Context: an optimization exercise on an open-source flow, tuned for small area and a short achievable clock period. The choices shown serve that exercise and are no tape-out recipe.
RTL that was checked went through simulation tests only; none was proved equivalent to the original.
No functional check of the RTL was part of runs 3 to 6.
Power figures rest on the tool's default switching activity, not on a simulated workload.

**design/flow/standard.sh**
```bash
#!/bin/bash
# synth_recipe.tcl (not shown) runs the flow's synth.tcl, then flattens the netlist and writes it again
# the make line also repeats each setting of config.mk as NAME=value (left out here)
make -C /OpenROAD-flow-scripts/flow DESIGN_CONFIG=/design/flow/config.mk WORK_HOME=/design/flow/orfs CLKGATE_MAP_FILE= SYNTH_SCRIPT=/design/flow/synth_recipe.tcl "${@:-finish}"
```
**design/flow/design.v**
```verilog
`default_nettype none
package invaders_pkg;
    typedef logic [9:0] coord_t;
    typedef struct packed {
        coord_t x;
        coord_t y;
    } pos_t;
    typedef struct packed {
        logic       game_over;
        logic       game_win;
        logic [1:0] lives;
    } status_t;
    localparam int SCREEN_WIDTH  = 640;
    localparam int SCREEN_HEIGHT = 480;
    localparam int   ALIEN_W         = 16;
    localparam int   ALIEN_H         = 16;
    localparam int   ALIEN_H_SPACING = 60;
    localparam int   ALIEN_V_SPACING = 45;
    localparam pos_t ALIEN_START     = {10'd50, 10'd50};
    localparam int   ALIEN_STEP      = 2;
    localparam int   ALIEN_DROP      = 20;
    localparam int     SHIP_W       = 16;
    localparam int     SHIP_H       = 30;
    localparam coord_t SHIP_Y       = 10'd440;
    localparam coord_t SHIP_START_X = 10'd320;
    localparam int     ROCKET_W     = 7;
    localparam int     ROCKET_H     = 3;
    localparam int     ROCKET_SPEED = 2;
    localparam int     LASER_W      = 7;
    localparam int     LASER_H      = 3;
    localparam int     LASER_SPEED  = 1;
    localparam logic [5:0]  EXPLOSION_TICKS = 6'd35;
    localparam logic [1:0]  START_LIVES     = 2'd3;
    localparam logic [7:0]  POINTS_PER_KILL = 8'd10;
    localparam logic [7:0]  START_PERIOD    = 8'd8;
    localparam logic [15:0] LFSR_SEED       = 16'hACE1;
    localparam logic [2:0] REG_CONTROL    = 3'd0;
    localparam logic [2:0] REG_STATUS     = 3'd1;
    localparam logic [2:0] REG_SCORE      = 3'd2;
    localparam logic [2:0] REG_HIGH_SCORE = 3'd3;
    localparam logic [2:0] REG_SHIP_X     = 3'd4;
    localparam logic [2:0] REG_ALIVE      = 3'd5;
endpackage
`default_nettype wire
`timescale 1ns/1ps
`default_nettype none
module invaders_top #(
    parameter int ALIEN_COLS = 6,
    parameter int ALIEN_ROWS = 3
) (
    input  wire logic        clk,
    input  wire logic        reset,
    input  wire logic        frame_tick,
    input  wire logic        fire,
    input  wire logic        left,
    input  wire logic        right,
    input  wire logic        wb_cyc,
    input  wire logic        wb_stb,
    input  wire logic        wb_we,
    input  wire logic [2:0]  wb_adr,
    input  wire logic [31:0] wb_dat_w,
    output logic [31:0]      wb_dat_r,
    output logic             wb_ack
);
    localparam logic [5:0] EXP_START = 6'd1;     
    localparam logic [5:0] EXP_DONE  = 6'd11;    
    function automatic logic ge_c(input logic [9:0] a, input logic [9:0] k);
        ge_c = 1'b1;
        for (int i = 0; i < 10; i++)
            ge_c = k[i] ? (a[i] && ge_c) : (a[i] || ge_c);
    endfunction
    function automatic logic le_c(input logic [9:0] a, input logic [9:0] k);
        le_c = 1'b1;
        for (int i = 0; i < 10; i++)
            le_c = k[i] ? (!a[i] || le_c) : (!a[i] && le_c);
    endfunction
    function automatic logic [10:0] carries(input logic [9:0] a, input logic [9:0] b, input logic cin);
        logic [9:0] g, p, gg, pp, gn, pn;
        g  = a & b;
        p  = a ^ b;
        gg = g;
        pp = p;
        gg[0] = g[0] | (p[0] & cin);
        for (int d = 1; d < 10; d = d * 2) begin
            gn = gg;
            pn = pp;
            for (int i = d; i < 10; i++) begin
                gn[i] = gg[i] | (pp[i] & gg[i-d]);
                pn[i] = pp[i] & pp[i-d];
            end
            gg = gn;
            pp = pn;
        end
        carries = {gg, cin};
    endfunction
    function automatic logic [9:0] add(input logic [9:0] a, input logic [9:0] b, input logic cin);
        logic [10:0] c;
        c   = carries(a, b, cin);
        add = a ^ b ^ c[9:0];
    endfunction
    function automatic logic [9:0] incdec(input logic [9:0] x, input logic dec);
        for (int i = 0; i < 10; i++)
            incdec[i] = x[i] ^ (dec ? ~|(x & ((10'd1 << i) - 10'd1)) : &(x | ~((10'd1 << i) - 10'd1)));
    endfunction
    function automatic logic [7:0] score_of(input logic [2:0] q, input logic [1:0] r);
        score_of = {q, 5'b0} - {4'b0, q, 1'b0} + {3'b0, r, 3'b0} + {5'b0, r, 1'b0};
    endfunction
    function automatic logic [63:0] move_table();
        for (int i = 0; i < 64; i++) move_table[i] = (i % 8) + (i / 8) >= 7;
    endfunction
    localparam logic [63:0] MOVE_T = move_table();
    logic        run, restart;
    logic [17:0] dat;
    logic        game_over, game_win;
    logic [1:0]  lives;
    logic [2:0]  kq, hq;         
    logic [1:0]  kr, hr;         
    logic        dir_right;
    logic [2:0]  count;
    logic [8:0]  fx;             
    logic [4:0]  fn;             
    logic [17:0] alive;
    logic [9:0]  ship_x;
    logic [5:0]  explode;
    logic        ra;             
    logic [9:0]  drx;            
    logic [5:0]  ra_;            
    logic [3:0]  rb;             
    logic        la;             
    logic [9:0]  lo;             
    logic [4:0]  la_;            
    logic [4:0]  lb;             
    logic [15:0] lfsr;
    logic [2:0]  scol;
    logic [1:0]  srow;
    logic req, step;
    assign req  = wb_cyc && wb_stb && !wb_ack;
    assign step = frame_tick && run && !game_over && !game_win;
    logic [7:0]  score, high_score;
    logic [17:0] read_data;
    assign score      = score_of(kq, kr);
    assign high_score = score_of(hq, hr);
    always_comb begin
        case (wb_adr)
            3'd0:    read_data = {17'b0, run};
            3'd1:    read_data = {14'b0, game_over, game_win, lives};
            3'd2:    read_data = {10'b0, score};
            3'd3:    read_data = {10'b0, high_score};
            3'd4:    read_data = {8'b0, ship_x};
            3'd5:    read_data = alive;
            default: read_data = '0;
        endcase
    end
    always_ff @(posedge clk) dat <= read_data;
    assign wb_dat_r = {14'b0, dat};
    always_ff @(posedge clk or posedge reset) begin
        if (reset) begin
            run     <= 1'b0;
            wb_ack  <= 1'b0;
            restart <= 1'b0;
        end else begin
            wb_ack  <= req;
            restart <= 1'b0;
            if (req && wb_we && wb_adr == 3'd0) begin
                run     <= wb_dat_w[0];
                restart <= wb_dat_w[1];
            end
        end
    end
    logic [5:0] col_live;
    logic [2:0] row_live;
    always_comb begin
        for (int c = 0; c < 6; c++)
            col_live[c] = alive[c] | alive[6+c] | alive[12+c];
        for (int r = 0; r < 3; r++)
            row_live[r] = |alive[r*6 +: 6];
    end
    logic hit_right, hit_left, hit_edge;
    always_comb begin
        hit_right = 1'b0;
        hit_left  = 1'b0;
        for (int c = 0; c < 6; c++) begin
            if (col_live[c] && fx == 9'(312 - 30*c)) hit_right = 1'b1;
            if (col_live[c] && fx == 9'(512 - 30*c)) hit_left  = 1'b1;
        end
    end
    assign hit_edge = dir_right ? hit_right : hit_left;
    logic bottom_reached;
    assign bottom_reached = (row_live[2] && fn >= 5'd12)
                         || (row_live[1] && fn >= 5'd14)
                         || (row_live[0] && fn >= 5'd17);
    logic move;
    assign move = MOVE_T[{kq, count}];
    logic fmove, fdrop;
    assign fmove = move && !hit_edge;            
    assign fdrop = move && hit_edge;             
    logic [8:0] fx_step, fx_n;
    logic       dir_n;
    assign fx_step = 9'(incdec(10'(fx), !dir_right));
    always_comb begin
        fx_n  = fmove ? fx_step : fx;
        dir_n = dir_right ^ fdrop;
    end
    logic [5:0]  col_hit;
    logic [2:0]  row_hit;
    logic [17:0] hit_vec;
    logic        kill;
    always_comb begin
        for (int c = 0; c < 6; c++)
            col_hit[c] = (c == 0) ? (ge_c(drx, 10'd1014) || le_c(drx, 10'd11))
                                  : (ge_c(drx, 10'(60*c - 10)) && le_c(drx, 10'(60*c + 11)));
        row_hit[0] = (ra_ == 6'd2 && rb >= 4'd4) || (ra_ == 6'd3 && rb <= 4'd2);
        row_hit[1] = (ra_ == 6'd4 && rb >= 4'd6) || (ra_ == 6'd5 && rb <= 4'd4);
        row_hit[2] = (ra_ == 6'd6 && rb >= 4'd9) || (ra_ == 6'd7 && rb <= 4'd7);
        for (int r = 0; r < 3; r++)
            for (int c = 0; c < 6; c++)
                hit_vec[r*6+c] = alive[r*6+c] && col_hit[c] && row_hit[r];
    end
    assign kill = ra && (|hit_vec);              
    logic r_top;
    always_comb begin
        logic [5:0] a, b;
        a = ra_;
        b = {1'b0, fn};
        r_top = (rb == 4'd0);
        for (int i = 0; i < 6; i++)
            if ((a[i] ^ b[i]) != ((i == 0) ? 1'b0 : (a[i-1] | b[i-1]))) r_top = 1'b0;
    end
    logic [9:0] rs, drx_n;
    always_comb begin
        rs = ra ? drx : add(ship_x, ~{fx, 1'b0}, 1'b1);
        drx_n[0] = rs[0];
        for (int i = 1; i < 10; i++)
            drx_n[i] = rs[i] ^ ((step && fmove && !dir_right && &(rs[9:1] | ~((9'd1 << (i-1)) - 9'd1)))
                             || (step && fmove &&  dir_right && ~|(rs[9:1] & ((9'd1 << (i-1)) - 9'd1))));
    end
    logic [5:0] ra_s, ra_n;
    logic [3:0] rb_n;
    always_comb begin
        if (ra) begin
            rb_n = (rb == 4'd0) ? 4'd9 : rb - 4'd1;
            ra_s = (rb == 4'd0) ? ra_ - 6'd1 : ra_;
        end else begin
            rb_n = 4'd8;
            ra_s = 6'd21 - {1'b0, fn};
        end
        ra_n = fdrop ? ra_s - 6'd1 : ra_s;
    end
    logic       can_shoot;
    logic [2:0] col_alive;
    always_comb begin
        for (int r = 0; r < 3; r++) col_alive[r] = alive[r*6 + int'(scol)];
        case (srow)
            2'd0:    can_shoot = col_alive[0] && !col_alive[1] && !col_alive[2];
            2'd1:    can_shoot = col_alive[1] && !col_alive[2];
            default: can_shoot = col_alive[2];
        endcase
    end
    logic [9:0] shoot_lo;
    logic [4:0] shoot_a, shoot_b;
    logic [9:0] shoot_k;
    always_comb begin
        case (scol)
            3'd0:    shoot_k = 10'(-11);
            3'd1:    shoot_k = 10'd49;
            3'd2:    shoot_k = 10'd109;
            3'd3:    shoot_k = 10'd169;
            3'd4:    shoot_k = 10'd229;
            default: shoot_k = 10'd289;
        endcase
    end
    assign shoot_lo = add({fx, 1'b0}, shoot_k, 1'b0);
    assign shoot_a  = fn + 5'(3 + 2 * int'(srow));
    assign shoot_b  = 5'(6 + 5 * int'(srow));
    logic [10:0] cl;
    logic [9:0]  pl, dl;
    logic        hi_zero, overlap_x, overlap_y, overlap, ship_hit;
    always_comb begin
        cl = carries(ship_x, ~lo, 1'b1);
        pl = ship_x ^ ~lo;
        dl = pl ^ cl[9:0];
        hi_zero = (pl[5] == cl[5]);
        for (int i = 6; i < 10; i++)
            if (pl[i] != (ship_x[i-1] | ~lo[i-1])) hi_zero = 1'b0;
    end
    assign overlap_x = hi_zero && le_c({5'd0, dl[4:0]}, 10'd21);
    assign overlap_y = (la_ == 5'd21 && lb >= 5'd18) || la_ == 5'd22 || (la_ == 5'd23 && lb <= 5'd9);
    assign overlap   = overlap_x && overlap_y;
    assign ship_hit  = la && overlap;            
    logic laser_end;                             
    assign laser_end = la_ >= 5'd24 || (la_ == 5'd23 && lb >= 5'd17);
    always_ff @(posedge clk or posedge reset) begin
        if (reset) begin
            lfsr <= 16'hACE1;
        end else if (restart) begin
            lfsr <= 16'hACE1;
        end else begin
            lfsr <= {lfsr[14:0], lfsr[15] ^ lfsr[13] ^ lfsr[12] ^ lfsr[10]};
        end
    end
    logic kills_gt;
    always_comb begin
        logic [4:0] a, b;
        a = {kq, kr};
        b = {hq, hr};
        kills_gt = 1'b0;
        for (int i = 0; i < 5; i++)
            kills_gt = (a[i] && !b[i]) || (!(a[i] ^ b[i]) && kills_gt);
    end
    always_ff @(posedge clk or posedge reset) begin
        if (reset) begin
            hq <= '0;
            hr <= '0;
        end else if (kills_gt) begin
            hq <= kq;
            hr <= kr;
        end
    end
    always_ff @(posedge clk or posedge reset) begin
        if (reset) begin
            game_over <= 1'b0;
            game_win  <= 1'b0;
            lives     <= 2'd3;
            kq        <= '0;
            kr        <= '0;
        end else if (restart) begin
            game_over <= 1'b0;
            game_win  <= 1'b0;
            lives     <= 2'd3;
            kq        <= '0;
            kr        <= '0;
        end else begin
            if (step && kill) begin
                if (kr == 2'd2) begin
                    kr <= 2'd0;
                    kq <= kq + 3'd1;
                end else begin
                    kr <= kr + 2'd1;
                end
            end
            if (step && ship_hit && lives != 2'd0) lives <= lives - 2'd1;
            if (lives == 2'd0 || bottom_reached) game_over <= 1'b1;
            if (alive == '0) game_win <= 1'b1;
        end
    end
    always_ff @(posedge clk or posedge reset) begin
        if (reset) begin
            fx        <= 9'd25;
            fn        <= '0;
            dir_right <= 1'b1;
            count     <= '0;
            alive     <= '1;
        end else if (restart) begin
            fx        <= 9'd25;
            fn        <= '0;
            dir_right <= 1'b1;
            count     <= '0;
            alive     <= '1;
        end else if (step) begin
            if (ra) alive <= alive & ~hit_vec;
            fx        <= fx_n;
            dir_right <= dir_n;
            if (fdrop) fn <= fn + 5'd1;
            count     <= move ? 3'd0 : count + 3'd1;
        end
    end
    logic ship_r, ship_l;
    assign ship_r = right && !ge_c(ship_x, 10'd623);
    assign ship_l = !right && left && ge_c(ship_x, 10'd2);
    always_ff @(posedge clk or posedge reset) begin
        if (reset) begin
            ship_x  <= 10'd320;
            explode <= EXP_DONE;
            ra      <= 1'b0;
        end else if (restart) begin
            ship_x  <= 10'd320;
            explode <= EXP_DONE;
            ra      <= 1'b0;
        end else if (step) begin
            if (ship_r || ship_l) ship_x <= incdec(ship_x, ship_l);
            if (ship_hit) explode <= EXP_START;
            else if (explode != EXP_DONE) explode <= {explode[4:0], explode[5] ^ explode[4]};
            if (kill) ra <= 1'b0;
            else if (ra) begin
                if (r_top) ra <= 1'b0;
            end else if (fire && explode == EXP_DONE) ra <= 1'b1;
        end
    end
    always_ff @(posedge clk) begin
        drx <= drx_n;
        if (step) begin
            ra_ <= ra_n;
            rb  <= rb_n;
        end
    end
    always_ff @(posedge clk or posedge reset) begin
        if (reset) begin
            la   <= 1'b0;
            scol <= '0;
            srow <= '0;
        end else if (restart) begin
            la   <= 1'b0;
            scol <= '0;
            srow <= '0;
        end else if (step) begin
            if (ship_hit) la <= 1'b0;
            else if (la) begin
                if (laser_end) la <= 1'b0;
            end else begin
                if (can_shoot && lfsr[0]) la <= 1'b1;
                if (scol == 3'd5) begin
                    scol <= '0;
                    srow <= (srow == 2'd2) ? 2'd0 : srow + 2'd1;
                end else begin
                    scol <= scol + 3'd1;
                end
            end
        end
    end
    always_ff @(posedge clk) begin
        if (!la) begin
            lo  <= shoot_lo;
            la_ <= shoot_a;
            lb  <= shoot_b;
        end else if (step) begin
            if (lb == 5'd19) begin
                lb  <= '0;
                la_ <= la_ + 5'd1;
            end else begin
                lb  <= lb + 5'd1;
            end
        end
    end
endmodule
`default_nettype wire
```
**design/flow/config.mk**
```make
export PLATFORM = sky130hd
export DESIGN_NAME = invaders_top
export DESIGN_NICKNAME = invaders_top
export VERILOG_FILES = /design/flow/design.v
export SDC_FILE = /design/flow/constraint.sdc
export NUM_CORES = 4
export LEC_CHECK = 0
export ABC_AREA = 1
export CAP_MARGIN = 20
export CORE_MARGIN = 2
export CORE_UTILIZATION = 40
export CTS_BUF_LIST = sky130_fd_sc_hd__clkbuf_4 sky130_fd_sc_hd__clkbuf_8
export SETUP_SLACK_MARGIN = 3.55
export SLEW_MARGIN = 20
```
**design/flow/constraint.sdc**
```tcl
create_clock -name core_clock -period 6.0 [get_ports {clk}]
set_input_delay 1.2000 -clock core_clock [delete_from_list [all_inputs] [get_ports {clk}]]
set_output_delay 1.2000 -clock core_clock [all_outputs]
set_load 0.01 [all_outputs]
```
**design/flow/flow/run.sh**
```bash
#!/bin/bash
# The standard layout (the standard.sh), with buf_4 cells as the port
# buffers instead of the delay cells buffer_ports picks by default.
set -euo pipefail
export BUFFER_PORTS_ARGS="-buffer_cell sky130_fd_sc_hd__buf_4"
bash standard.sh > standard.log 2>&1
```
==> flow_summary.toml, run 1 <==
[outcome]
run_status = "timing/DRC/antenna clean"

[setup_path]
endpoint_kind = "flop"
start_kind = "flop"
cp_max_fo = 6
critPathArrivalTime_ns = 2.68
cp-endpoint = "lo[8]"
r2r_cells = 10
r2r_start = "scol[1]"
timing.rr.end = "lo[8]"
crit_required_ns = 6.22
critPathKind = "flop to flop"
rrSetupSlack_ns = 3.55
crit_path_start = "scol[1]"

[finish]
final_cell_mix = "nand2_1 (313), inv_1 (179), nor2_1 (146)"
diodes = 0
final_cell_count_no_fill = 1874
fillers = 2612
post-route-util = 0.467
nNetsFinal = 1655
layout_commonest_cell = "nand2_1"
drive_gt1_frac = 0.179
syn_to_final_growth_pct = 14.8
fin_area_um2 = 12100

[power_and_ir_drop]
p_switching_mw = 2.02
ir_drop_mv = 0.233
leakage_nw = 5.81
p_seq_frac = 0.354
combPwrFrac = 0.462
switching_share = 0.453
p_clk_frac = 0.183
p_int_mw = 2.45
power_density_nw_per_um2 = 368

[floorplan]
die_area_um2 = 27700
die_y_um = 167
initial_core_util = 0.407
fp-row-count = 59
ios = 77
core_area_um2 = 26000
die_w_um = 167

[clock_network]
cts_buffers = 17
cts_tree = "done"
cts.path.max_buffers = 2
clk_pin_slew_ns = 0.11
numClockSinks = 148
clk_latency_ns = 0.48
cts-root-buf = "clkbuf_8"
cts_max_level = 4
cts_hold_buf = 0

[placement]
io_buffers = 32
placed_area_um2 = 11100
pre_cts_ws_ns = 2.83
placed_cells = 1801
place_hpwl_um = 21100
place_congestion = 0.927

[detailed_routing]
drcViolationCount = 0
routed_wl_um = 28900
drtAntennaViolNets = 0
vias = 9759
avgViaCountPerCell = 5.21
firstDrtPassIters = 5
drt_iter0_markers = 618
post_drt_wl_per_cell_um = 15.4

[sta]
final.min_clock_period_ns = 2.45
fmaxAchievable_ghz = 0.408
skew_ns = 0.0215
slew_violations = 0
setup_viol = 0
finalCritPeriodShare = 0.409
rsz0062_at_grt = "true"
relSlewSlack = 0.390
hold_viol = 0
setup_tns_ns = 0
setup_ws_ns = 3.55
worstMarginPinSlew_ns = 0.903

[grt]
grt_pass1_wl_um = 45000
grtUsageTotal = 0.201
overflow = 0
antenna_found_initial = 0
grt_max_degree = 54
grt_pass1_vias = 8834

[run]
cap_viol_max_count = 0

[synth]
synth-seq-cells = 148
yosysWarnings = 1
synthFlopType = "dfrtp_1"
synth_area_um2 = 10600
synth_area_per_cell_um2 = 7.26
synth_area_leaders = "dfrtp_1 (13%), nand2_1 (11%), ha_1 (9.7%)"
yosysUniqueCellTypes = 55
synth-edff-count = 29
synth.top_cell.area_share = 0.130
yosysTopAreaCell = "dfrtp_1"
synthArstFlopShare = 0.622
seq_area_frac_synth = 0.356
postSynthCellCount = 1456

[worst_hold_path]
hold_path.class = "flop to flop"
synth_stat cells, types with 8 or more instances:
master and count:
a21oi_1 56, buf_4 17, clkbuf_1 13, dfrtp_1 55, dfstp_2 37, dfxtp_1 27
edfxtp_1 29, ha_1 82, inv_1 194, inv_2 13, nand2_1 322, nand3_1 126
nand4_1 23, nor2_1 154, nor3_1 27, o2111ai_1 9, o21ai_0 111, o21ai_1 15
o22ai_1 13, or2_2 13, xnor2_1 8, xor2_1 29
layer usage:
metal  up-vias  wire length, um  GRT usage
met3        24             1120     0.0233
met4         0              367     0.0499
li1       4905                -          -
met2       232            13300      0.332
met1      4598            14100      0.281
met5         -                0          0
flip-flops by register name, summed over array words and instances (netlist names), 6 cells and up:
register / flops
alive: 18
dat: 18
drx: 9
explode: 6
fx: 9
lfsr: 16
lo: 9
ra_: 6
ship_x: 10
worst min path at each step:
stage                     startpoint        to  slack (ns)  depth (start not counted)
final                       lfsr[14]  lfsr[15]        0.44                          1
after global routing        lfsr[14]  lfsr[15]        0.46                          1
after CTS                   lfsr[14]  lfsr[15]        0.44                          1
after detailed placement    lfsr[14]  lfsr[15]        0.41                          1
after global placement      lfsr[14]  lfsr[15]        0.41                          1
after floorplan              lfsr[9]  lfsr[10]        0.41                          1
cells by family after synthesis:
logic type / Yosys count / share of synthesized area
DFF: 148 / 0.356
and+or+nand+nor: 699 / 0.287
muxes: 1 / 0.00107
AOI/OAI and AO/OA: 237 / 0.126
adders and majority gates: 85 / 0.103
other: 1 / 0.000355
buffers and inverters: 248 / 0.0964
xor gates and xnor gates: 37 / 0.0307
power by group through the flow:
stage	combinational, mW	clock (mW)	sequential (mW)
floorplan	1.40	0	1.51
global placement	1.74	0	1.60
detailed placement	1.77	0	1.61
CTS	1.86	0.838	1.58
global route	2.34	0.878	1.62
finish	2.07	0.821	1.58
timing repair:
action / in CTS / in global routing
pin swaps: 3 / 23
gates resized for setup: 27 / 72
setup endpoints to repair: 45 / 44
buffers inserted: 14 / 25
cloned: 0 / 2
worst max-delay path, stage by stage (launching register included):
cell and delay [ns]:
dfrtp_2 0.44, clkinvlp_4 0.17, nor2_4 0.24, o22ai_4 0.11, buf_4 0.16, fa_2 0.37
o211ai_1 0.26, nand2_1 0.12, a21oi_2 0.14, nor2_1 0.06, xor2_1 0.14
stage by stage:
| stage | hold WS [ns] | total power, mW |
|---|---|---|
| floorplan | 0.410 | 2.91 |
| global placement | 0.411 | 3.34 |
| detailed placement | 0.414 | 3.38 |
| CTS | 0.442 | 4.28 |
| global route | 0.462 | 4.84 |
| finish | 0.439 | 4.47 |
cell type report:
| cell class | instances | area (um2) | area share |
|---|---|---|---|
| clock buffers | 17 | 234 | 0.0193 |
| clock inverters | 15 | 176 | 0.0145 |
| inverters | 209 | 823 | 0.0678 |
| multi-input cells | 1074 | 6140 | 0.506 |
| flip-flops and latches | 148 | 3770 | 0.311 |
| well taps | 335 | 419 | 0.0345 |
| repair buffers | 75 | 571 | 0.0470 |
| repair inverters | 1 | 5.00 | 0.000412 |
==> run 2, diff against run 1 <==
--- a/design/flow/config.mk
+++ b/design/flow/config.mk
@@ -11,4 +11,6 @@
 export CORE_UTILIZATION = 40
-export CTS_BUF_LIST = sky130_fd_sc_hd__clkbuf_4 sky130_fd_sc_hd__clkbuf_8
-export SETUP_SLACK_MARGIN = 3.55
+export CTS_BUF_LIST = sky130_fd_sc_hd__clkbuf_8 sky130_fd_sc_hd__clkbuf_16
+export CTS_CLUSTER_DIAMETER = 150
+export CTS_CLUSTER_SIZE = 30
+export SETUP_SLACK_MARGIN = 3.5
 export SLEW_MARGIN = 20
==> run 2 against run 1 <==
  * Routed wire length shrank 1.5%
  * Combinational power shrank 5%
  * Critical path depth grew 4
  * Sequential cell count is the same
  * Core utilization is essentially flat
  * Sequential share of layout area is essentially flat
  * Clock skew shrank 0.011 ns
  * Setup slack gained 0.021 ns
  * First-iteration DRC count grew 45%
  * Clock-buffer cell count is the same
  * Highest routed layer unchanged
==> flow_summary.toml, run 2 <==
[detailed_routing]
post_drt_wl_per_cell_um = 15.2
drtAntennaViolNets = 0
drcViolationCount = 0
routed_wl_um = 28400
vias = 9614
drt_iter0_markers = 898
avgViaCountPerCell = 5.15
firstDrtPassIters = 5

[power_and_ir_drop]
ir_drop_mv = 0.266
power_density_nw_per_um2 = 384
power_mw = 4.66
leakage_nw = 5.86

[grt]
antenna_found_initial = 0
grt_pass1_wl_um = 45800
grtUsageTotal = 0.204
grt_pass1_vias = 8994
overflow = 0
grt_max_degree = 48

[setup_path]
endpoint_kind = "flop"
critPathKind = "flop to flop"
crit_required_ns = 6.19
cp_cell_sequence = "nand2_4 > inv_1 > ha_2 > o22ai_4 > inv_1 > ha_1 > a21oi_2 > o21ai_2 > o21ai_1 > nand2_1 > a21oi_2 > nor2_1 > nor2_1 > xor2_1"
start_kind = "flop"
critPathArrivalTime_ns = 2.62
rrSetupSlack_ns = 3.57
critPathMaxStageDelay_ns = 0.50
cp_slowest_cell = "dfrtp_2"
cp_max_fo = 7
r2r_cells = 14

[synth]
postSynthCellCount = 1456
yosysUniqueCellTypes = 55
synth.top_cell.area_share = 0.130
synthArstFlopShare = 0.622
ys_top_cells_by_count = "nand2_1 (322), inv_1 (194), nor2_1 (154)"
synth_area_per_cell_um2 = 7.26
synth-seq-cells = 148
seq_area_frac_synth = 0.356
synthFlopType = "dfrtp_1"
yosysMostFrequentCell = "nand2_1"
synth_area_um2 = 10600
yosysTopAreaCell = "dfrtp_1"
synth-edff-count = 29
synth_area_leaders = "dfrtp_1 (13%), nand2_1 (11%), ha_1 (9.7%)"
yosysWarnings = 1

[sta]
skew_ns = 0.0101
relSlewSlack = 0.410
slew_violations = 0
finalCritPeriodShare = 0.405
setup_ws_ns = 3.57
rsz0062_at_grt = "true"
hold_viol = 0
setup_viol = 0
setup_tns_ns = 0
worstMarginPinSlew_ns = 0.874
final.min_clock_period_ns = 2.43
fmaxAchievable_ghz = 0.411

[clock_network]
cts_buffers = 17
clk_pin_slew_ns = 0.07
cts.path.max_buffers = 2
cts_max_level = 4
cts-root-buf = "clkbuf_16"
clk_latency_ns = 0.45
cts_tree = "done"
numClockSinks = 148

[placement]
place_congestion = 0.937
place_hpwl_um = 21200
pre_cts_ws_ns = 2.74
placed_cells = 1802
io_buffers = 32

[finish]
syn_to_final_growth_pct = 14.8
diodes = 0
final_cell_mix = "nand2_1 (313), inv_1 (182), nor2_1 (148)"
nNetsFinal = 1646
layout_commonest_cell = "nand2_1"
final_cell_count_no_fill = 1865
drive_gt1_frac = 0.159
post-route-util = 0.467
largest_registers = "alive: 18 flops, dat: 18 flops, lfsr: 16 flops"

[floorplan]
die_y_um = 167
core_area_um2 = 26000
fp-row-count = 59
ios = 77
die_area_um2 = 27700
initial_core_util = 0.407
die_w_um = 167

[run]
cap_viol_max_count = 0

[outcome]
run_status = "timing/DRC/antenna clean"

[worst_hold_path]
hold_depth = 1
hold_path.class = "flop to flop"
## run 2: cell counts after synthesis
Identical to the previous run, type by type.
## run 2: layout make-up
| cell class | instances | area (um2) |
|---|---|---|
| clock inverters | 15 | 179 |
| multi-input cells | 1073 | 6020 |
| flip-flops and latches | 148 | 3770 |
| well taps | 335 | 419 |
| clock buffers | 17 | 425 |
| fillers | 2593 | 13900 |
| inverters | 209 | 812 |
| repair buffers | 67 | 500 |
| repair inverters | 1 | 5.00 |
## run 2: what timing repair did
item                                    in CTS  in global routing
pin swaps                                    2                  7
resized for setup                           24                 47
setup buffers                                5                 25
endpoints found under the setup margin      44                 35
cloned                                       0                  1
hold buffers                                 0                  0
## run 2: stage by stage
stage / hold WS, ns / instance area [um2]
after global routing: 0.449 / 12100
after detailed placement: 0.416 / 11100
final: 0.432 / 12100
after global placement: 0.415 / 11100
after floorplan: 0.410 / 10600
after CTS: 0.435 / 11800
## run 2: per-layer routing
layer  vias to the layer above  GRT usage  part of all wire
li1                       4897          -                 -
met1                      4452      0.279              0.48
met2                       213      0.330              0.45
met3                        52     0.0361             0.042
met4                         0     0.0641             0.023
met5                         -          0                 0
## run 2: logic make-up after synthesis
kind of cell | after synthesis | share of synthesized area
AO/OA/AOI/OAI | 237 | 0.126
adder cells (fa/ha/maj) | 85 | 0.103
AND/OR/NAND/NOR | 699 | 0.287
flip-flops | 148 | 0.356
buffers and inverters | 248 | 0.0964
multiplexers | 1 | 0.00107
other | 1 | 0.000355
XOR/XNOR | 37 | 0.0307
## run 2: path summary, 6_finish.rpt
| check | from | end |
|---|---|---|
| min in group asynchronous | reset | ship_x[1] |
| worst max-delay path | scol[0] | lo[9] |
| worst min register to register | lfsr[14] | lfsr[15] |
| max in group asynchronous | reset | srow[1] |
| worst max register to register | scol[0] | lo[9] |
| worst min-delay path | lfsr[14] | lfsr[15] |
## run 2: power by group
| part | total, mW | internal [mW] | switching (mW) |
|---|---|---|---|
| logic | 1.97 | 0.737 | 1.23 |
| clock network | 1.10 | 0.566 | 0.533 |
| registers | 1.59 | 1.34 | 0.253 |
## run 2: worst max-delay path, delay by kind of cell (launching register included)
family / cells / cell delay (ns)
AO/OA/AOI/OAI: 5 / 0.68
flip-flops: 1 / 0.50
adder cells (fa/ha/maj): 2 / 0.46
AND/OR/NAND/NOR: 4 / 0.36
buffers and inverters: 2 / 0.11
XOR/XNOR: 1 / 0.08
==> run 3, diff against run 2 <==
--- a/design/flow/design.v
+++ b/design/flow/design.v
@@ -177,12 +177,8 @@
     end
-    logic hit_right, hit_left, hit_edge;
+    logic hit_edge;
     always_comb begin
-        hit_right = 1'b0;
-        hit_left  = 1'b0;
-        for (int c = 0; c < 6; c++) begin
-            if (col_live[c] && fx == 9'(312 - 30*c)) hit_right = 1'b1;
-            if (col_live[c] && fx == 9'(512 - 30*c)) hit_left  = 1'b1;
-        end
+        hit_edge = 1'b0;
+        for (int c = 0; c < 6; c++)
+            if (col_live[c] && fx == (dir_right ? 9'(312 - 30*c) : 9'(512 - 30*c))) hit_edge = 1'b1;
     end
-    assign hit_edge = dir_right ? hit_right : hit_left;
     logic bottom_reached;
--- a/design/flow/config.mk
+++ b/design/flow/config.mk
@@ -11,5 +11,3 @@
 export CORE_UTILIZATION = 40
-export CTS_BUF_LIST = sky130_fd_sc_hd__clkbuf_8 sky130_fd_sc_hd__clkbuf_16
-export CTS_CLUSTER_DIAMETER = 150
-export CTS_CLUSTER_SIZE = 30
+export CTS_BUF_LIST = sky130_fd_sc_hd__clkbuf_4 sky130_fd_sc_hd__clkbuf_8
 export SETUP_SLACK_MARGIN = 3.5
==> run 3 against run 2 <==
  * Maximum frequency is 0.88% higher
  * Clock skew increased by 0.016 ns
  * Clock-buffer cell count unchanged
  * Synthesized cell count fell by 1.4%
  * First-iteration DRC count down 24%
  * Critical path type unchanged
  * Critical endpoint is now drx[9]
  * Largest power group is now sequential cells
==> flow_summary.toml, run 3 <==
[power_and_ir_drop]
power_mw = 3.06
leakage_nw = 5.69
ir_drop_mv = 0.191
power_density_nw_per_um2 = 257

[finish]
fillers = 2662
final_cell_mix = "nand2_1 (307), inv_1 (181), nor2_1 (149)"
layout_commonest_cell = "nand2_1"
syn_to_final_growth_pct = 12.9
nNetsFinal = 1617
diodes = 0
drive_gt1_frac = 0.159
ff_latch_area_um2 = 3770
largest_registers = "alive: 18 flops, dat: 18 flops, lfsr: 16 flops"
multiInputGateArea_um2 = 6030

[detailed_routing]
routed_wl_um = 28200
post_drt_wl_per_cell_um = 15.3
drt_iter0_markers = 680
vias = 9551
firstDrtPassIters = 5
drcViolationCount = 0
drtAntennaViolNets = 0
avgViaCountPerCell = 5.20

[floorplan]
die_area_um2 = 27700
die_y_um = 166
ios = 77
core_area_um2 = 26000
die_w_um = 166
fp-row-count = 59
initial_core_util = 0.406

[synth]
yosysTopAreaCell = "dfrtp_1"
synth_area_um2 = 10500
synth-seq-cells = 148
postSynthCellCount = 1436
synth_area_leaders = "dfrtp_1 (13%), nand2_1 (11%), ha_1 (9.7%)"
yosysWarnings = 1
seq_area_frac_synth = 0.356
synth_area_per_cell_um2 = 7.35
yosysMostFrequentCell = "nand2_1"
synthArstFlopShare = 0.622
synth.top_cell.area_share = 0.130
ys_top_cells_by_count = "nand2_1 (318), inv_1 (192), nor2_1 (156)"
yosysUniqueCellTypes = 61
synth-edff-count = 29
synthFlopType = "dfrtp_1"

[setup_path]
crit_top_cell = "nand2_1"
critPathKind = "flop to flop"
critPathArrivalTime_ns = 2.80
critPathMaxStageDelay_ns = 0.65
cp_cell_sequence = "clkinvlp_4 > ha_4 > nand2_2 > or2_2 > nand3_1 > nand2_1 > nand3_1 > nand2_2 > nor2_2 > nand2_1 > nor2_1 > nand2_1 > nand3b_1 > nand2_1"
crit_required_ns = 6.39
cp_slowest_cell = "dfstp_2"
cp_max_fo = 7
endpoint_kind = "flop"
start_kind = "flop"

[clock_network]
clk_latency_ns = 0.48
clk_pin_slew_ns = 0.11
cts_buffers = 17
cts.path.max_buffers = 2
cts_max_level = 4
numClockSinks = 148
cts-root-buf = "clkbuf_8"
cts_tree = "done"

[grt]
use_met2 = 0.322
overflow = 0
grt_pass1_vias = 8741
grt_busiest_layer = "met2"
met1_usage = 0.284
grt_pass1_wl_um = 45500
met3_usage = 0.0269
grtUsageTotal = 0.204
grt_max_degree = 61
antenna_found_initial = 0

[sta]
rsz0062_at_grt = "true"
slew_violations = 0
hold_viol = 0
skew_ns = 0.0264
finalCritPeriodShare = 0.402
worstMarginPinSlew_ns = 0.844
fmaxAchievable_ghz = 0.415
final.min_clock_period_ns = 2.41
setup_viol = 0
relSlewSlack = 0.433
setup_tns_ns = 0

[worst_hold_path]
hold_path.class = "flop to flop"

[run]
cap_viol_max_count = 0

[outcome]
run_status = "timing/DRC/antenna clean"

[placement]
place_hpwl_um = 20700
place_congestion = 0.922
io_buffers = 32
## run 3: cell types whose count changed in the layout (fill, tap and decap cells not counted), sizes merged, moves of 4 or more
cell    change
nand2       -6
nand4      +10
o21ai       +4
a21oi       -9
nand3b      -4
inv        -13
nand3      -23
xor2        +4
## run 3: cell type report
cell class	count	area share
clock buffers	17	0.0196
clock inverters	15	0.0149
inverters	199	0.0647
multi-input cells	1058	0.507
flip-flops and latches	148	0.317
well taps	335	0.0352
repair buffers	64	0.0420
## run 3: critical path, delay by kind of cell (launching register included)
| family | cells | cell delay, ns |
|---|---|---|
| adders and majority gates | 1 | 0.35 |
| buffers and inverters | 1 | 0.19 |
| and+or+nand+nor | 12 | 1.14 |
| DFF | 1 | 0.65 |
## run 3: cells by family after synthesis
kind of cell / synth area share
other: 0.000355
adder cells (fa/ha/maj): 0.103
AO/OA/AOI/OAI: 0.127
flip-flops: 0.356
multiplexers: 0.00107
XOR/XNOR: 0.0365
buffers and inverters: 0.0950
AND/OR/NAND/NOR: 0.281
## run 3: what timing repair did
| action | CTS | global route |
|---|---|---|
| gates resized for setup | 14 | 59 |
| hold buffers | 0 | 0 |
| setup buffers | 5 | 21 |
| pin swaps | 1 | 11 |
| endpoints found under the setup margin | 22 | 38 |
## run 3: metal layers
metal | share of wire | vias to the layer above
met2 | 0.45 | 234
met5 | 0 | -
li1 | - | 4805
met1 | 0.48 | 4458
met3 | 0.040 | 54
met4 | 0.029 | 0
## run 3: worst paths after layout
path                             to  startpoint  slack (ns)  cells past startpoint
min reg2reg                lfsr[15]    lfsr[14]        0.44                      1
min                        lfsr[15]    lfsr[14]        0.44                      1
max reg2reg                  drx[9]       fx[4]        3.59                     14
min in group asynchronous     hq[2]       reset        0.79                      2
max in group asynchronous     fx[2]       reset        3.88                      3
max                          drx[9]       fx[4]        3.59                     14
## run 3: through the flow
stage	setup slack [ns]	hold WS (ns)	util	instance area, um2	instances
3_3_place_gp	2.71	0.420	0.425	11100	1778
2_1_floorplan	3.53	0.410	-	10600	1449
4_1_cts	3.50	0.444	0.445	11600	1815
6_report	3.59	0.441	0.458	11900	1836
3_5_place_dp	2.70	0.420	0.425	11100	1778
5_1_grt	3.42	0.466	0.458	11900	1836
## run 3: power by group
part | switching [mW] | internal, mW | leakage (nW)
logic | 0.566 | 0.349 | 3.90
clock network | 0.489 | 0.318 | 0.203
registers | 0.133 | 1.21 | 1.59
==> run 4, diff against run 3 <==
--- a/design/flow/design.v
+++ b/design/flow/design.v
@@ -121,2 +121,3 @@
     logic [4:0]  fn;             
+    logic [5:0]  at_edge;        
     logic [17:0] alive;
@@ -126,2 +127,3 @@
     logic [9:0]  drx;            
+    logic        raw;            
     logic [5:0]  ra_;            
@@ -138,6 +140,5 @@
     assign step = frame_tick && run && !game_over && !game_win;
-    logic [7:0]  score, high_score;
+    logic [7:0]  score;
     logic [17:0] read_data;
-    assign score      = score_of(kq, kr);
-    assign high_score = score_of(hq, hr);
+    assign score = score_of(wb_adr[0] ? hq : kq, wb_adr[0] ? hr : kr);
     always_comb begin
@@ -146,4 +147,4 @@
             3'd1:    read_data = {14'b0, game_over, game_win, lives};
-            3'd2:    read_data = {10'b0, score};
-            3'd3:    read_data = {10'b0, high_score};
+            3'd2,
+            3'd3:    read_data = {10'b0, score};
             3'd4:    read_data = {8'b0, ship_x};
@@ -178,7 +179,3 @@
     logic hit_edge;
-    always_comb begin
-        hit_edge = 1'b0;
-        for (int c = 0; c < 6; c++)
-            if (col_live[c] && fx == (dir_right ? 9'(312 - 30*c) : 9'(512 - 30*c))) hit_edge = 1'b1;
-    end
+    assign hit_edge = |(col_live & at_edge);
     logic bottom_reached;
@@ -192,8 +189,15 @@
     assign fdrop = move && hit_edge;             
-    logic [8:0] fx_step, fx_n;
+    logic [8:0] fx_inc, fx_dec, fx_n;
     logic       dir_n;
-    assign fx_step = 9'(incdec(10'(fx), !dir_right));
+    logic [5:0] edge_move, edge_drop, at_edge_n;
+    assign fx_inc = 9'(incdec(10'(fx), 1'b0));
+    assign fx_dec = 9'(incdec(10'(fx), 1'b1));
     always_comb begin
-        fx_n  = fmove ? fx_step : fx;
+        fx_n  = fmove ? (dir_right ? fx_inc : fx_dec) : fx;
         dir_n = dir_right ^ fdrop;
+        for (int c = 0; c < 6; c++) begin
+            edge_move[c] = dir_right ? (fx == 9'(312 - 30*c - 1)) : (fx == 9'(512 - 30*c + 1));
+            edge_drop[c] = dir_right ? (fx == 9'(512 - 30*c))     : (fx == 9'(312 - 30*c));
+        end
+        at_edge_n = !move ? at_edge : (hit_edge ? edge_drop : edge_move);
     end
@@ -224,9 +228,23 @@
     end
-    logic [9:0] rs, drx_n;
+    logic       f_right, f_left;
+    logic [9:0] drx_rel, drx_fly, drx_n;
+    logic       raw_n;
+    assign f_right = step && fmove && dir_right;
+    assign f_left  = step && fmove && !dir_right;
+    assign drx_rel = add(drx, ~{fx, 1'b0}, 1'b1);
     always_comb begin
-        rs = ra ? drx : add(ship_x, ~{fx, 1'b0}, 1'b1);
-        drx_n[0] = rs[0];
+        drx_fly[0] = drx[0];
         for (int i = 1; i < 10; i++)
-            drx_n[i] = rs[i] ^ ((step && fmove && !dir_right && &(rs[9:1] | ~((9'd1 << (i-1)) - 9'd1)))
-                             || (step && fmove &&  dir_right && ~|(rs[9:1] & ((9'd1 << (i-1)) - 9'd1))));
+            drx_fly[i] = drx[i] ^ ((f_left  && &(drx[9:1] | ~((9'd1 << (i-1)) - 9'd1)))
+                                || (f_right && ~|(drx[9:1] & ((9'd1 << (i-1)) - 9'd1))));
+        if (!ra) begin
+            drx_n = ship_x;
+            raw_n = 1'b1;
+        end else if (raw) begin
+            drx_n = (f_right || f_left) ? drx : drx_rel;
+            raw_n = f_right || f_left;
+        end else begin
+            drx_n = drx_fly;
+            raw_n = 1'b0;
+        end
     end
@@ -296,11 +314,2 @@
     end
-    logic kills_gt;
-    always_comb begin
-        logic [4:0] a, b;
-        a = {kq, kr};
-        b = {hq, hr};
-        kills_gt = 1'b0;
-        for (int i = 0; i < 5; i++)
-            kills_gt = (a[i] && !b[i]) || (!(a[i] ^ b[i]) && kills_gt);
-    end
     always_ff @(posedge clk or posedge reset) begin
@@ -309,3 +318,3 @@
             hr <= '0;
-        end else if (kills_gt) begin
+        end else if ({kq, kr} > {hq, hr}) begin
             hq <= kq;
@@ -346,2 +355,3 @@
             dir_right <= 1'b1;
+            at_edge   <= '0;
             count     <= '0;
@@ -352,2 +362,3 @@
             dir_right <= 1'b1;
+            at_edge   <= '0;
             count     <= '0;
@@ -358,2 +369,3 @@
             dir_right <= dir_n;
+            at_edge   <= at_edge_n;
             if (fdrop) fn <= fn + 5'd1;
@@ -386,2 +398,3 @@
         drx <= drx_n;
+        raw <= raw_n;
         if (step) begin
@@ -416,12 +429,14 @@
     always_ff @(posedge clk) begin
-        if (!la) begin
-            lo  <= shoot_lo;
-            la_ <= shoot_a;
-            lb  <= shoot_b;
-        end else if (step) begin
-            if (lb == 5'd19) begin
-                lb  <= '0;
-                la_ <= la_ + 5'd1;
+        if (step) begin
+            if (la) begin
+                if (lb == 5'd19) begin
+                    lb  <= '0;
+                    la_ <= la_ + 5'd1;
+                end else begin
+                    lb  <= lb + 5'd1;
+                end
             end else begin
-                lb  <= lb + 5'd1;
+                lo  <= shoot_lo;
+                la_ <= shoot_a;
+                lb  <= shoot_b;
             end
--- a/design/flow/config.mk
+++ b/design/flow/config.mk
@@ -12,3 +12,3 @@
 export CTS_BUF_LIST = sky130_fd_sc_hd__clkbuf_4 sky130_fd_sc_hd__clkbuf_8
-export SETUP_SLACK_MARGIN = 3.5
+export SETUP_SLACK_MARGIN = 3.4
 export SLEW_MARGIN = 20
==> run 4 against run 3 <==
  * Still clean
  * Largest cell class unchanged
  * Via count grew 2.1%
  * Final area rose by 2.0%
  * Worst hold slack got worse by 0.0030 ns
==> flow_summary.toml, run 4 <==
[floorplan]
ios = 77
die_w_um = 170
fp-row-count = 60
die_area_um2 = 28800
die_y_um = 170
core_area_um2 = 27000
initial_core_util = 0.407

[setup_path]
cp_cell_sequence = "buf_12 > inv_4 > or2_4 > o21ai_4 > inv_2 > ha_4 > o21ai_2 > nand2_1 > a211o_1 > nor2_1 > nand2_1 > or2_4 > nand3_2 > o221ai_2"
endpoint_kind = "flop"
critPathMaxStageDelay_ns = 0.32
critPathArrivalTime_ns = 2.99
critPathKind = "primary input to flop"
start_kind = "primary input"
cp_max_fo = 6
crit_required_ns = 6.35
cp_slowest_cell = "a211o_1"

[run]
cap_viol_max_count = 0

[power_and_ir_drop]
combPwrFrac = 0.289
p_int_mw = 1.90
leakage_nw = 5.65
p_clk_frac = 0.260
power_density_nw_per_um2 = 255
switching_share = 0.389
ir_drop_mv = 0.129
p_seq_frac = 0.451
p_switching_mw = 1.20

[detailed_routing]
drcViolationCount = 0
routed_wl_um = 29600
drtAntennaViolNets = 0
drt_iter0_markers = 935
avgViaCountPerCell = 5.29
vias = 9750
firstDrtPassIters = 5
post_drt_wl_per_cell_um = 16.1

[sta]
setup_tns_ns = 0
fmaxAchievable_ghz = 0.378
hold_viol = 0
setup_viol = 0
slew_violations = 0
relSlewSlack = 0.428
skew_ns = 0.0189
finalHoldWorstSlack_ns = 0.438
finalCritPeriodShare = 0.440
rsz0062_at_grt = "true"
worstMarginPinSlew_ns = 0.855
final.min_clock_period_ns = 2.64

[clock_network]
cts_tree = "done"
cts.path.max_buffers = 2
cts-root-buf = "clkbuf_8"
clk_pin_slew_ns = 0.11
numClockSinks = 155
clk_latency_ns = 0.47
cts_max_level = 4
cts_buffers = 17

[synth]
synth_area_um2 = 11000
postSynthCellCount = 1458
yosysUniqueCellTypes = 59
synthArstFlopShare = 0.632
synth_area_leaders = "dfrtp_1 (14%), edfxtp_1 (10%), nand2_1 (9.7%)"
synth-edff-count = 38
ys_top_cells_by_count = "nand2_1 (284), inv_1 (179), nor2_1 (155)"
synth.top_cell.area_share = 0.139
yosysWarnings = 1
yosysTopAreaCell = "dfrtp_1"
synth-seq-cells = 155
synth_area_per_cell_um2 = 7.53
synthFlopType = "dfrtp_1"
seq_area_frac_synth = 0.366
yosysMostFrequentCell = "nand2_1"

[grt]
grtUsageTotal = 0.212
grt_pass1_vias = 9243
grt_max_degree = 40
grt_pass1_wl_um = 48400
overflow = 0
antenna_found_initial = 0

[finish]
fillers = 2706
drive_gt1_frac = 0.150
syn_to_final_growth_pct = 10.6
diodes = 0
post-route-util = 0.451
largest_registers = "alive: 18 flops, dat: 18 flops, lfsr: 16 flops"
final_cell_mix = "nand2_1 (282), inv_1 (173), nor2_1 (150)"
layout_commonest_cell = "nand2_1"
nNetsFinal = 1617

[placement]
place_hpwl_um = 22100
place_congestion = 0.905
io_buffers = 32

[outcome]
run_status = "timing/DRC/antenna clean"

[worst_hold_path]
hold_path.class = "flop to flop"
## run 4: cell families (layout without fill, tap and decap cells)
logic type | count (synthesis) | count (layout) | share of synthesized area
flip-flops | 155 | 155 | 0.366
multiplexers | 1 | 1 | 0.00103
XOR/XNOR | 44 | 44 | 0.0351
other | 1 | 14 | 0.000341
buffers and inverters | 246 | 276 | 0.0938
adder cells (fa/ha/maj) | 84 | 84 | 0.0978
AO/OA/AOI/OAI | 248 | 248 | 0.130
AND/OR/NAND/NOR | 679 | 680 | 0.276
## run 4: per-stage QoR
stage	instance area [um2]	cells	total power [mW]	worst slack (ns)
2_1_floorplan	11100	1471	2.04	2.86
3_3_place_gp	11500	1798	2.26	2.66
3_5_place_dp	11500	1798	2.27	2.61
4_1_cts	11900	1831	3.09	3.31
5_1_grt	12100	1843	3.32	3.24
6_report	12100	1843	3.10	3.36
## run 4: what timing repair did
item | CTS | global route
hold buffers | 0 | 0
pin swaps | 4 | 8
setup buffers | 1 | 10
gates resized for setup | 15 | 24
endpoints found under the setup margin | 16 | 31
cloned | 0 | 2
## run 4: final cells by class
class,instances,area (um2),share of cell area
inverters,193,738,0.0608
flip-flops and latches,155,4030,0.331
clock inverters,15,161,0.0133
multi-input cells,1071,6130,0.505
clock buffers,17,234,0.0193
repair buffers,51,429,0.0353
well taps,341,427,0.0351
## run 4: per-layer routing
metal / part of all wire / routed length [um] / GRT usage
met5: 0 / 0 / 0
met3: 0.054 / 1610 / 0.0350
met1: 0.47 / 13900 / 0.293
met4: 0.023 / 692 / 0.0695
met2: 0.45 / 13400 / 0.338
## run 4: path summary, 6_finish.rpt
kind,start,endpoint,slack [ns],cells past startpoint
max,wb_adr[0],dat[7],3.36,14
min,lfsr[4],lfsr[5],0.44,1
max reg2reg,scol[1],lo[9],3.46,14
min reg2reg,lfsr[4],lfsr[5],0.44,1
max in group asynchronous,reset,alive[3],4.10,3
min in group asynchronous,reset,at_edge[2],0.90,2
## run 4: power by group through the flow
stage	sequential, mW	combinational, mW	clock (mW)
2_1_floorplan	1.34	0.707	0
6_report	1.40	0.896	0.806
3_5_place_dp	1.41	0.857	0
5_1_grt	1.42	1.02	0.878
4_1_cts	1.39	0.868	0.831
3_3_place_gp	1.42	0.840	0
## run 4: critical path: cells and delay by family
kind,cells,cell delay (ns)
AO/OA/AOI/OAI,4,0.57
adder cells (fa/ha/maj),1,0.22
buffers and inverters,3,0.19
AND/OR/NAND/NOR,6,0.79
==> run 5, diff against run 4 <==
--- a/design/flow/design.v
+++ b/design/flow/design.v
@@ -76,2 +76,5 @@
     endfunction
+    function automatic logic win(input logic [9:0] a, input logic [9:0] lo, input logic [9:0] hi);
+        win = (lo <= hi) ? (ge_c(a, lo) && le_c(a, hi)) : (ge_c(a, lo) || le_c(a, hi));
+    endfunction
     function automatic logic [10:0] carries(input logic [9:0] a, input logic [9:0] b, input logic cin);
@@ -127,2 +130,3 @@
     logic [9:0]  drx;            
+    logic [5:0]  col_hit;        
     logic        raw;            
@@ -132,2 +136,3 @@
     logic [9:0]  lo;             
+    logic        ovl_x;          
     logic [4:0]  la_;            
@@ -140,5 +145,6 @@
     assign step = frame_tick && run && !game_over && !game_win;
-    logic [7:0]  score;
+    logic [7:0]  score, high_score;
     logic [17:0] read_data;
-    assign score = score_of(wb_adr[0] ? hq : kq, wb_adr[0] ? hr : kr);
+    assign score      = score_of(kq, kr);
+    assign high_score = score_of(hq, hr);
     always_comb begin
@@ -147,4 +153,4 @@
             3'd1:    read_data = {14'b0, game_over, game_win, lives};
-            3'd2,
-            3'd3:    read_data = {10'b0, score};
+            3'd2:    read_data = {10'b0, score};
+            3'd3:    read_data = {10'b0, high_score};
             3'd4:    read_data = {8'b0, ship_x};
@@ -203,3 +209,2 @@
     end
-    logic [5:0]  col_hit;
     logic [2:0]  row_hit;
@@ -208,5 +213,2 @@
     always_comb begin
-        for (int c = 0; c < 6; c++)
-            col_hit[c] = (c == 0) ? (ge_c(drx, 10'd1014) || le_c(drx, 10'd11))
-                                  : (ge_c(drx, 10'(60*c - 10)) && le_c(drx, 10'(60*c + 11)));
         row_hit[0] = (ra_ == 6'd2 && rb >= 4'd4) || (ra_ == 6'd3 && rb <= 4'd2);
@@ -231,2 +233,3 @@
     logic       raw_n;
+    logic [5:0] col_hit_n;
     assign f_right = step && fmove && dir_right;
@@ -249,2 +252,6 @@
         end
+        for (int c = 0; c < 6; c++)
+            col_hit_n[c] = f_right ? win(drx, 10'(60*c - 8),  10'(60*c + 13))
+                         : f_left  ? win(drx, 10'(60*c - 12), 10'(60*c + 9))
+                         :           win(drx, 10'(60*c - 10), 10'(60*c + 11));
     end
@@ -288,17 +295,15 @@
     assign shoot_b  = 5'(6 + 5 * int'(srow));
-    logic [10:0] cl;
-    logic [9:0]  pl, dl;
-    logic        hi_zero, overlap_x, overlap_y, overlap, ship_hit;
-    always_comb begin
-        cl = carries(ship_x, ~lo, 1'b1);
-        pl = ship_x ^ ~lo;
-        dl = pl ^ cl[9:0];
-        hi_zero = (pl[5] == cl[5]);
-        for (int i = 6; i < 10; i++)
-            if (pl[i] != (ship_x[i-1] | ~lo[i-1])) hi_zero = 1'b0;
-    end
-    assign overlap_x = hi_zero && le_c({5'd0, dl[4:0]}, 10'd21);
+    logic       ship_r, ship_l, s_right, s_left;
+    logic [9:0] dl;
+    logic       ovl_x_n, overlap_y, ship_hit;
+    assign ship_r  = right && !ge_c(ship_x, 10'd623);
+    assign ship_l  = !right && left && ge_c(ship_x, 10'd2);
+    assign s_right = step && ship_r;
+    assign s_left  = step && ship_l;
+    assign dl      = add(ship_x, ~lo, 1'b1);
+    assign ovl_x_n = s_right ? win(dl, 10'(-1), 10'd20)
+                   : s_left  ? win(dl, 10'd1, 10'd22)
+                   :           win(dl, 10'd0, 10'd21);
     assign overlap_y = (la_ == 5'd21 && lb >= 5'd18) || la_ == 5'd22 || (la_ == 5'd23 && lb <= 5'd9);
-    assign overlap   = overlap_x && overlap_y;
-    assign ship_hit  = la && overlap;            
+    assign ship_hit  = la && ovl_x && overlap_y;   
     logic laser_end;                             
@@ -374,5 +379,2 @@
     end
-    logic ship_r, ship_l;
-    assign ship_r = right && !ge_c(ship_x, 10'd623);
-    assign ship_l = !right && left && ge_c(ship_x, 10'd2);
     always_ff @(posedge clk or posedge reset) begin
@@ -397,4 +399,6 @@
     always_ff @(posedge clk) begin
-        drx <= drx_n;
-        raw <= raw_n;
+        drx     <= drx_n;
+        raw     <= raw_n;
+        col_hit <= col_hit_n;
+        ovl_x   <= ovl_x_n;
         if (step) begin
==> run 5 against run 4 <==
  * Setup slack better by 0.067 ns
  * First-iteration DRC count grew 4.3%
  * Via count is 9.0% higher
  * Final cell count up 10%
  * Non-clock buffer count up 8
  * Sequential power up 29%
  * Combinational power up 150%
  * Critical path type is now flop to flop
  * Critical endpoint is now lo[9]
  * Largest cell class unchanged
==> flow_summary.toml, run 5 <==
[sta]
final.min_clock_period_ns = 2.58
relSlewSlack = 0.471
setup_ws_ns = 3.42
finalCritPeriodShare = 0.429
setup_tns_ns = 0
finalHoldWorstSlack_ns = 0.437
slew_violations = 0
skew_ns = 0.0182
hold_viol = 0
fmaxAchievable_ghz = 0.388
rsz0062_at_grt = "true"
setup_viol = 0
worstMarginPinSlew_ns = 0.791

[setup_path]
start_kind = "flop"
cp_slowest_cell = "dfrtp_2"
endpoint_kind = "flop"
cp_cell_sequence = "nand2_1 > inv_1 > ha_1 > o22ai_4 > inv_1 > ha_1 > a21oi_1 > o21ai_1 > o21ai_0 > nand2_1 > a21oi_1 > nor2_1 > nor2_1 > xor2_1"
crit_required_ns = 6.22
critPathBufInv = 2
critPathMaxStageDelay_ns = 0.46
cp_max_fo = 6
critPathArrivalTime_ns = 2.80
crit_family = "compound AO/OA/AOI/OAI gates"
critPathKind = "flop to flop"

[synth]
synth_area_per_cell_um2 = 7.37
yosysMostFrequentCell = "nand2_1"
synth_fa_ha_area_frac = 0.100
synth-seq-cells = 162
synth-compound-area-share = 0.136
synth_area_leaders = "dfrtp_1 (13%), nand2_1 (11%), edfxtp_1 (9.7%)"
yosysTopAreaCell = "dfrtp_1"
synth_area_um2 = 11700
synth.top_cell.area_share = 0.130
synth_xor_area_frac = 0.0396
synthArstFlopShare = 0.605
yosysUniqueCellTypes = 58
ys_top_cells_by_count = "nand2_1 (336), inv_1 (220), nor2_1 (156)"
postSynthCellCount = 1590
yosysWarnings = 1
seq_area_frac_synth = 0.355
synth-edff-count = 38
synthMuxAreaShare = 0.000961
synth_top_family_by_area = "simple AND/OR/NAND/NOR gates"
synth_simple_gate_area_share = 0.269
synthFlopType = "dfrtp_1"

[detailed_routing]
drtAntennaViolNets = 0
avgViaCountPerCell = 5.25
drcViolationCount = 0
routed_wl_um = 32800
vias = 10632
drt_iter0_markers = 975
post_drt_wl_per_cell_um = 16.2
firstDrtPassIters = 6

[floorplan]
die_y_um = 175
initial_core_util = 0.407
fp-row-count = 62
core_area_um2 = 28800
ios = 77
die_area_um2 = 30700
die_w_um = 175

[power_and_ir_drop]
p_clk_frac = 0.165
switching_share = 0.457
power_mw = 4.81
p_seq_frac = 0.377
power_density_nw_per_um2 = 372
p_int_mw = 2.61
ir_drop_mv = 0.231
leakage_nw = 6.33
p_switching_mw = 2.20
combPwrFrac = 0.458

[finish]
syn_to_final_growth_pct = 10.4
final_cell_mix = "nand2_1 (334), inv_1 (216), nor2_1 (151)"
nNetsFinal = 1766
largest_registers = "alive: 18 flops, dat: 18 flops, lfsr: 16 flops"
layout_commonest_cell = "nand2_1"
diodes = 0
final_cell_count_no_fill = 2027
fin_area_um2 = 12900
post-route-util = 0.449
drive_gt1_frac = 0.121

[clock_network]
numClockSinks = 162
cts_tree = "done"
cts-root-buf = "clkbuf_8"
cts_max_level = 4
clk_pin_slew_ns = 0.09
clk_latency_ns = 0.48
cts.path.max_buffers = 2
cts_buffers = 17

[grt]
grtUsageTotal = 0.216
antenna_found_initial = 0
grt_pass1_vias = 9863
grt_max_degree = 55
grt_pass1_wl_um = 52600
overflow = 0

[placement]
place_hpwl_um = 24300
placed_area_um2 = 12300
pre_cts_ws_ns = 2.54
placed_cells = 1972
io_buffers = 32
place_congestion = 0.899

[outcome]
run_status = "timing/DRC/antenna clean"

[run]
cap_viol_max_count = 0

[worst_hold_path]
hold_path.class = "flop to flop"
[run 5: cell types whose count changed in the layout (fill, tap and decap cells not counted), moves of 11 or more]
cell,change
a21oi_1,+12
buf_4,+11
inv_1,+43
nand2_1,+52
nand4_1,+11
nor2_2,-12
o21ai_0,+21
[run 5: path summary, 6_finish.rpt]
kind / start / endpoint / slack, ns / depth (start not counted)
min reg2reg: lfsr[4] / lfsr[5] / 0.44 / 1
max reg2reg: scol[0] / lo[9] / 3.42 / 14
min in group asynchronous: reset / at_edge[5] / 0.93 / 3
max: scol[0] / lo[9] / 3.42 / 14
min: lfsr[4] / lfsr[5] / 0.44 / 1
max in group asynchronous: reset / explode[2] / 4.55 / 3
[run 5: logic make-up after synthesis]
logic type	Yosys count
compound gates	282
buf+inv	283
xor+xnor	53
fa+ha+maj	92
other cells	1
flops	162
simple gates	716
mux	1
[run 5: what timing repair did]
item | CTS | global route
gates cloned | 0 | 2
hold buffers | 0 | 0
buffers inserted | 2 | 19
setup endpoints to repair | 55 | 26
resized for setup | 6 | 17
endpoints found under the hold margin | 0 | 0
pin swaps | 1 | 4
[run 5: power groups by stage]
stage / Combinational (mW) / Clock (mW) / Sequential, mW
2_1_floorplan: 1.72 / 0 / 1.63
3_3_place_gp: 2.08 / 0 / 1.83
3_5_place_dp: 2.11 / 0 / 1.83
4_1_cts: 2.13 / 0.812 / 1.81
5_1_grt: 2.53 / 0.851 / 1.84
6_report: 2.20 / 0.794 / 1.81
[run 5: area by class of cell]
type                            instances  area (um2)
Fill cell                            2934       15800
Multi-Input combinational cell       1159        6560
Sequential cell                       162        4170
Inverter                              230         886
Tap cell                              384         480
Timing Repair Buffer                   59         455
Clock buffer                           18         248
Clock inverter                         14         126
Timing Repair inverter                  1        5.00
[run 5: per-layer routing]
layer	routed length, um	vias up	track usage
li1	-	5311	-
met1	15300	4990	0.298
met2	15400	297	0.358
met3	1590	34	0.0276
met4	528	0	0.0556
met5	0	-	0
[run 5: worst reg2reg max path, stage by stage, from the launching register on]
cell and delay, ns:
dfrtp_2 0.46, nand2_1 0.13, inv_1 0.09, ha_1 0.21, o22ai_4 0.21, inv_1 0.07
ha_1 0.27, a21oi_1 0.17, o21ai_1 0.11, o21ai_0 0.15, nand2_1 0.09, a21oi_1 0.13
nor2_1 0.06, nor2_1 0.10, xor2_1 0.07
==> run 6, diff against run 5 <==
--- a/design/flow/design.v
+++ b/design/flow/design.v
@@ -131,3 +131,2 @@
     logic [5:0]  col_hit;        
-    logic        raw;            
     logic [5:0]  ra_;            
@@ -231,4 +230,3 @@
     logic       f_right, f_left;
-    logic [9:0] drx_rel, drx_fly, drx_n;
-    logic       raw_n;
+    logic [9:0] rs, drx_n;
     logic [5:0] col_hit_n;
@@ -236,18 +234,8 @@
     assign f_left  = step && fmove && !dir_right;
-    assign drx_rel = add(drx, ~{fx, 1'b0}, 1'b1);
     always_comb begin
-        drx_fly[0] = drx[0];
+        rs = ra ? drx : add(ship_x, ~{fx, 1'b0}, 1'b1);
+        drx_n[0] = rs[0];
         for (int i = 1; i < 10; i++)
-            drx_fly[i] = drx[i] ^ ((f_left  && &(drx[9:1] | ~((9'd1 << (i-1)) - 9'd1)))
-                                || (f_right && ~|(drx[9:1] & ((9'd1 << (i-1)) - 9'd1))));
-        if (!ra) begin
-            drx_n = ship_x;
-            raw_n = 1'b1;
-        end else if (raw) begin
-            drx_n = (f_right || f_left) ? drx : drx_rel;
-            raw_n = f_right || f_left;
-        end else begin
-            drx_n = drx_fly;
-            raw_n = 1'b0;
-        end
+            drx_n[i] = rs[i] ^ ((f_left  && &(rs[9:1] | ~((9'd1 << (i-1)) - 9'd1)))
+                             || (f_right && ~|(rs[9:1] & ((9'd1 << (i-1)) - 9'd1))));
         for (int c = 0; c < 6; c++)
@@ -400,3 +388,2 @@
         drx     <= drx_n;
-        raw     <= raw_n;
         col_hit <= col_hit_n;
--- a/design/flow/config.mk
+++ b/design/flow/config.mk
@@ -12,3 +12,3 @@
 export CTS_BUF_LIST = sky130_fd_sc_hd__clkbuf_4 sky130_fd_sc_hd__clkbuf_8
-export SETUP_SLACK_MARGIN = 3.4
+export SETUP_SLACK_MARGIN = 3
 export SLEW_MARGIN = 20
==> run 6 against run 5 <==
  * Sequential power down 25%
  * Non-clock buffer count down 20
  * Clock-buffer cell count up 5
  * Die area about the same
  * Core utilization down 0.83 points
  * Synthesized cell count up 3.1%
  * Critical path depth up 1
  * Maximum frequency down 8.5%
  * Worst hold slack about the same
  * Register-to-register slack worse by 0.24 ns
==> flow_summary.toml, run 6 <==
[detailed_routing]
avgViaCountPerCell = 5.08
vias = 10454
drtAntennaViolNets = 0
post_drt_wl_per_cell_um = 14.9
routed_wl_um = 30600
top_layer = "met4"
wl_met2_um = 13800
wl_met1_um = 14600
firstDrtPassIters = 6
wl_met3_um = 1490
drt_iter0_markers = 640
drcViolationCount = 0

[placement]
placed_area_um2 = 12300
placed_cells = 2025
place_congestion = 0.896
place_hpwl_um = 23200
pre_cts_ws_ns = 2.83
io_buffers = 32

[power_and_ir_drop]
ir_drop_mv = 0.131
power_mw = 2.91
leakage_nw = 6.47
power_density_nw_per_um2 = 229

[synth]
synthArstFlopShare = 0.609
postSynthCellCount = 1640
synth_area_leaders = "dfrtp_1 (13%), nand2_1 (13%), ha_1 (9.4%)"
synth.top_cell.area_share = 0.130
seq_area_frac_synth = 0.346
synth-edff-count = 29
yosysMostFrequentCell = "nand2_1"
synth-seq-cells = 161
yosysTopAreaCell = "dfrtp_1"
synthFlopType = "dfrtp_1"
synth_area_per_cell_um2 = 7.14
synth_area_um2 = 11700
ys_top_cells_by_count = "nand2_1 (400), inv_1 (248), nand3_1 (150)"
yosysUniqueCellTypes = 56
yosysWarnings = 1

[finish]
fillers = 2950
final_cell_count_no_fill = 2058
final_cell_mix = "nand2_1 (400), inv_1 (247), nand3_1 (150)"
fin_area_um2 = 12700
nNetsFinal = 1796
diodes = 0
post-route-util = 0.441
syn_to_final_growth_pct = 8.42
layout_commonest_cell = "nand2_1"
largest_registers = "alive: 18 flops, dat: 18 flops, lfsr: 16 flops"
drive_gt1_frac = 0.0962

[clock_network]
numClockSinks = 161
cts_tree = "done"
clk_pin_slew_ns = 0.10
clk_latency_ns = 0.48
cts_hold_buf = 0
cts_max_level = 4
cts-root-buf = "clkbuf_8"
cts_buffers = 17
cts.path.max_buffers = 2

[sta]
finalHoldWorstSlack_ns = 0.437
rsz0062_at_grt = "false"
final.min_clock_period_ns = 2.81
setup_ws_ns = 3.19
setup_tns_ns = 0
fmaxAchievable_ghz = 0.355
worstMarginPinSlew_ns = 0.909
hold_viol = 0
relSlewSlack = 0.389
setup_viol = 0
slew_violations = 0
finalCritPeriodShare = 0.469
skew_ns = 0.0152

[worst_hold_path]
hold_depth = 1
hold_path.class = "flop to flop"

[grt]
grt_pass1_vias = 9950
grtUsageTotal = 0.205
grt_pass1_wl_um = 50400
antenna_found_initial = 0
grt_max_degree = 57
overflow = 0

[setup_path]
endpoint_kind = "flop"
crit_required_ns = 6.23
rrSetupSlack_ns = 3.19
r2r_cells = 15
r2r_start = "scol[0]"
start_kind = "flop"
timing.rr.end = "lo[9]"
cp_max_fo = 11
critPathKind = "flop to flop"
crit_path_start = "scol[0]"
critPathArrivalTime_ns = 3.04
cp-endpoint = "lo[9]"

[run]
cap_viol_max_count = 0

[floorplan]
ios = 77
core_area_um2 = 28800
initial_core_util = 0.407
die_w_um = 175
die_area_um2 = 30600
fp-row-count = 62
die_y_um = 175

[outcome]
run_status = "timing/DRC/antenna clean"
-- run 6: worst min path at each step --
stage                     slack, ns  endpoint     from
after floorplan                0.41  lfsr[10]  lfsr[9]
after global placement         0.41  lfsr[10]  lfsr[9]
after detailed placement       0.42   lfsr[5]  lfsr[4]
after CTS                      0.44   lfsr[5]  lfsr[4]
after global routing           0.46   lfsr[5]  lfsr[4]
final                          0.44   lfsr[5]  lfsr[4]
-- run 6: repair_timing --
item,in CTS,in global routing
setup buffers,0,0
resized for setup,3,5
endpoints found under the setup margin,1,2
-- run 6: final cells by class --
type                            count  area (um2)  area share
Clock buffer                       23         285      0.0225
Timing Repair Buffer               39         305      0.0241
Multi-Input combinational cell   1182        6480       0.511
Tap cell                          384         480      0.0379
Clock inverter                      9         108     0.00848
Inverter                          260         981      0.0773
Sequential cell                   161        4050       0.319
-- run 6: worst max-delay path, cell delays in order (launching register included) --
cell     delay (ns)
dfrtp_2        0.51
nand2_1        0.11
inv_1          0.11
ha_1           0.21
o22ai_2        0.19
inv_1          0.07
ha_1           0.28
a21oi_1        0.14
o21ai_0        0.10
or2_2          0.29
nand2_1        0.09
a21oi_1        0.09
o21ai_1        0.19
nand2_1        0.07
nand2_1        0.06
nand2_1        0.04
-- run 6: metal layers --
layer | up-vias | global-route usage
met3 | 47 | 0.0315
met5 | - | 0
li1 | 5356 | -
met2 | 247 | 0.329
met4 | 0 | 0.0747
met1 | 4804 | 0.281
-- run 6: cell families (layout without fill, tap and decap cells) --
| kind of cell | Yosys count | in the layout | synth area share |
|---|---|---|---|
| AND/OR/NAND/NOR | 786 | 786 | 0.292 |
| XOR/XNOR | 48 | 48 | 0.0359 |
| adder cells (fa/ha/maj) | 91 | 91 | 0.0992 |
| buffers and inverters | 310 | 331 | 0.106 |
| AO/OA/AOI/OAI | 242 | 242 | 0.120 |
| other | 1 | 14 | 0.000320 |
| multiplexers | 1 | 1 | 0.000962 |
| flip-flops | 161 | 161 | 0.346 |
-- run 6: report_power, final --
part,internal (mW),switching (mW)
sequential,1.25,0.107
combinational,0.272,0.451
clock,0.405,0.424

Re-timed with assumed drivers on the ports (clkbuf_16 on the clock, buf_2 on other inputs), run 6 has 3.186 ns of setup slack against 3.186 ns with ideal ports, and 2.976 ns once port delays also move by the mid clock arrival of 0.519 ns.
